This design comes from an exercise in tuning for small area, a short achievable clock period and few clock cycles per item on the open sky130 flow, not from production work.
At most, simulation tests tie the RTL to the original design; equivalence was not proved.
No activity file was given, so power comes from the tool's default toggle rates.

## power_calc
module power_calc (
    input  logic        clk,
    input  logic        rst,
    input  logic        in_valid,
    input  logic [19:0] in_data_1,
    input  logic [2:0]  in_data_2,
    output logic        busy,
    output logic        out_valid,
    output logic [59:0] out_data
);
export LEC_CHECK = 0
export CAP_MARGIN = 20
export CORE_MARGIN = 2
export CORE_UTILIZATION = 40
export CTS_BUF_LIST = sky130_fd_sc_hd__clkbuf_8
export CTS_CLUSTER_SIZE = 12
export SLEW_MARGIN = 20
export SYNTH_HIERARCHICAL = 1
export SYNTH_MINIMUM_KEEP_SIZE = 0
create_clock -name core_clock -period 10.0 [get_ports {clk}]
standard.sh (not shown) runs the stock make flow with config.mk's settings and CLKGATE_MAP_FILE= SYNTH_SCRIPT=/design/flow/synth_recipe.tcl, a recipe that flattens the netlist after the stock synthesis.
==> flow/flow/run.sh <==
#!/bin/bash
set -euo pipefail
bash standard.sh SETUP_SLACK_MARGIN=6.5 "BUFFER_PORTS_ARGS=-buffer_cell sky130_fd_sc_hd__buf_2" finish > standard_flow.log 2>&1
Then changed:
--- a/flow/config.mk
+++ b/flow/config.mk
@@ -10,4 +10,2 @@
 export CORE_UTILIZATION = 40
-export CTS_BUF_LIST = sky130_fd_sc_hd__clkbuf_8
-export CTS_CLUSTER_SIZE = 12
 export SLEW_MARGIN = 20
What happened: The changed run went through all stages and came out clean. Routed wire length increases by 1.0%. Cell area increases by 2.3%. Setup slack got worse by 0.046 ns. Total power increases by 5.6%. Sequential power hardly moves. Sequential share of layout area decreases by 0.59 points. Clock skew decreases by 0.0062 ns. Hold slack got worse by 0.0071 ns.
Then changed:
==> flow/flow/run.sh (replaced) <==
#!/bin/bash
set -euo pipefail
bash standard.sh SETUP_SLACK_MARGIN=7.1 "BUFFER_PORTS_ARGS=-buffer_cell sky130_fd_sc_hd__buf_2" finish > standard_flow.log 2>&1
--- a/flow/config.mk
+++ b/flow/config.mk
@@ -10,2 +10,3 @@
 export CORE_UTILIZATION = 40
+export CTS_BUF_LIST = sky130_fd_sc_hd__clkbuf_8
 export SLEW_MARGIN = 20
What happened: The new run completed without violations; setup slack is better by 0.17 ns; clock-buffer cell count came out lower by 1; final area increases by 7.6%; die area is unchanged; register-to-register slack is better by 0.17 ns; non-clock buffer count rises by 59; via count rises by 4.5%.
Then changed:
==> flow/flow/run.sh (replaced) <==
#!/bin/bash
set -euo pipefail
bash standard.sh SETUP_SLACK_MARGIN=6.8 "BUFFER_PORTS_ARGS=-buffer_cell sky130_fd_sc_hd__buf_2" finish > standard_flow.log 2>&1
The changed run ran to the end with no violations. Sequential power stays flat. Routed wire length goes down by 2.5%. Non-clock buffer count goes down by 20. Worst hold slack is better by 0.0068 ns. Area after synthesis is unchanged. Clock power goes down by about 0.8%. Power goes down by 2.4%. Utilization goes down by 1.6 points. Final area goes down by 3.4%. Clock skew goes up by 0.0067 ns.
Then changed:
==> flow/flow/run.sh (replaced) <==
#!/bin/bash
set -euo pipefail
bash standard.sh SETUP_SLACK_MARGIN=6.5 "BUFFER_PORTS_ARGS=-buffer_cell sky130_fd_sc_hd__buf_2" finish > standard_flow.log 2>&1
After rerunning: Non-clock buffer count fell by 44. Clock-buffer cell count stays the same. Maximum frequency came out lower by 2.8%. Power decreases by 8.7%. Global-route usage shrinks by 1.1 points. Worst setup slack got worse by 0.097 ns.
No functional check of the RTL was part of any run of this note.


Setup of lane 1:
Another version of the RTL of power_calc (not shown whole).
For scale: ~88 I/O pins.
clock: 10.0 ns
lec_check: 0
cap_margin: 20
core_margin: 2
core_utilization: 40
slew_margin: 20
synth_hierarchical: 1
synth_minimum_keep_size: 0
==> flow/flow/run.sh <==
#!/bin/bash
# Standard layout, but with timing repair aiming past the 5 ns margin cap of config.mk.
set -euo pipefail
bash standard.sh SETUP_SLACK_MARGIN=6.5 finish > standard_flow.log 2>&1
> inputs changed (lane 1 -> lane 2)
- CORE_UTILIZATION now 55, was 40
==> flow/flow/run.sh <==
#!/bin/bash
# Standard layout, but with timing repair aiming past the 5 ns margin cap of config.mk.
set -euo pipefail
bash standard.sh SETUP_SLACK_MARGIN=6.3 finish > standard_flow.log 2>&1
Notes after the runs:
In the tables for lane 2 and lane 1, part of the cycle the worst path needs reads lower with lane 1. In lane 2 the number of search-and-repair iterations in the first detailed-routing pass turned out 1 higher than in lane 1. As of lane 2, non-clock buffer count had fallen by more than 10% compared to lane 1. Comparing lane 2 and lane 1, the lower detailed route wirelength on metal2 was measured on lane 2. ls_r[2] as the start point of the critical path was reported by lane 1, and ls_r[0] by lane 2. Core util | lane 2 vs lane 1 | lane 2 higher. Diff lane 2 and lane 1: cell area power density higher in lane 1.
No run of this note included a check of the RTL's function; only the layout flow was run.


== v6 ==
power_calc, a different RTL version from the one above (not shown whole).
Size in the first run: ~1500 cells after synthesis, about 180 flip-flops, about 16000 um2 of cells after synthesis.
export LEC_CHECK = 0
export CAP_MARGIN = 20
export CORE_MARGIN = 2
export CORE_UTILIZATION = 40
export CTS_BUF_LIST = sky130_fd_sc_hd__clkbuf_8
export PLACE_DENSITY = 0.75
export SLEW_MARGIN = 20
export SYNTH_HIERARCHICAL = 1
export SYNTH_MINIMUM_KEEP_SIZE = 0
create_clock -name core_clock -period 10.0 [get_ports {clk}]
==> flow/flow/run.sh <==
#!/bin/bash
set -euo pipefail
bash standard.sh SETUP_SLACK_MARGIN=6.5 "BUFFER_PORTS_ARGS=-buffer_cell sky130_fd_sc_hd__buf_2" finish > standard_flow.log 2>&1
v6 reached the final stage; the timing, DRC and antenna checks on its layout passed.
Testbench counts of v6, summed over its fixed seeds: cycles 12,967, items 1,920.
Setup changes, v6 to v7
- PLACE_DENSITY removed (was 0.75)
- CTS_BUF_LIST removed (was sky130_fd_sc_hd__clkbuf_8)
==> flow/flow/run.sh <==
#!/bin/bash
set -euo pipefail
bash standard.sh SETUP_SLACK_MARGIN=6.7 "BUFFER_PORTS_ARGS=-buffer_cell sky130_fd_sc_hd__buf_2" finish > standard_flow.log 2>&1
Findings:
- Comparing v6 with v7, the cell count after placement came out essentially unchanged.
- Max layout-stage area growth over the synthesis result across v7 and v6: v7
- Between v7 and v6, number of ordinary and repair buffers in the finished layout is lower for v6, v7 comes in above that.
- v7 ended up with nlast_r[2]$_DFFE_PP_ as its timing endpoint of the critical path; v6 ended up with cc_r[4]$_DFF_P_.

separate check: timing with driven ports:
The results above use ideal ports. As a check the final layouts listed here were re-extracted and re-timed, cells and wires unchanged. Step 1, drivers: a clkbuf_16 drives clk and a buf_2 each remaining input, both assumed. Step 2 times the ports against the registers' clock, not the clock port: input delays grow and output delays shrink by t, the midpoint of the rising clock arrivals with the driver on. Slacks: ideal / step 1 / step 2; pairs: ideal / step 1.
run | t, ns | setup WS [ns] | hold slack, ns | latest minus earliest clock arrival (ns) | worst register clock-pin slew, ns
the first run of note 1 | 0.531 | 6.552 / 6.552 / 6.274 | 0.449 / 0.449 / 0.449 | 0.026 / 0.026 | 0.12 / 0.12
the second run of note 1 | 0.495 | 6.506 / 6.506 / 6.279 | 0.442 / 0.442 / 0.442 | 0.019 / 0.019 | 0.09 / 0.09
the third run of note 1 | 0.549 | 6.680 / 6.680 / 6.440 | 0.448 / 0.448 / 0.448 | 0.028 / 0.028 | 0.12 / 0.12
the fourth run of note 1 | 0.536 | 6.649 / 6.649 / 6.413 | 0.455 / 0.455 / 0.455 | 0.032 / 0.031 | 0.12 / 0.12
the fifth run of note 1 | 0.531 | 6.552 / 6.552 / 6.274 | 0.449 / 0.449 / 0.449 | 0.026 / 0.026 | 0.12 / 0.12
lane 1 | 0.495 | 6.506 / 6.473 / 6.165 | 0.460 / 0.460 / 0.460 | 0.016 / 0.015 | 0.08 / 0.08
lane 2 | 0.487 | 6.372 / 6.372 / 6.101 | 0.461 / 0.461 / 0.461 | 0.019 / 0.019 | 0.08 / 0.08
v6 | 0.542 | 6.529 / 6.529 / 6.171 | 0.458 / 0.458 / 0.458 | 0.019 / 0.019 | 0.11 / 0.11
v7 | 0.499 | 6.685 / 6.685 / 6.243 | 0.449 / 0.449 / 0.449 | 0.021 / 0.021 | 0.08 / 0.08
After both steps every run listed still meets setup and hold. The setup slack of v7, which loses most, moves by 0.000 ns with the drivers and by -0.442 ns with both steps.
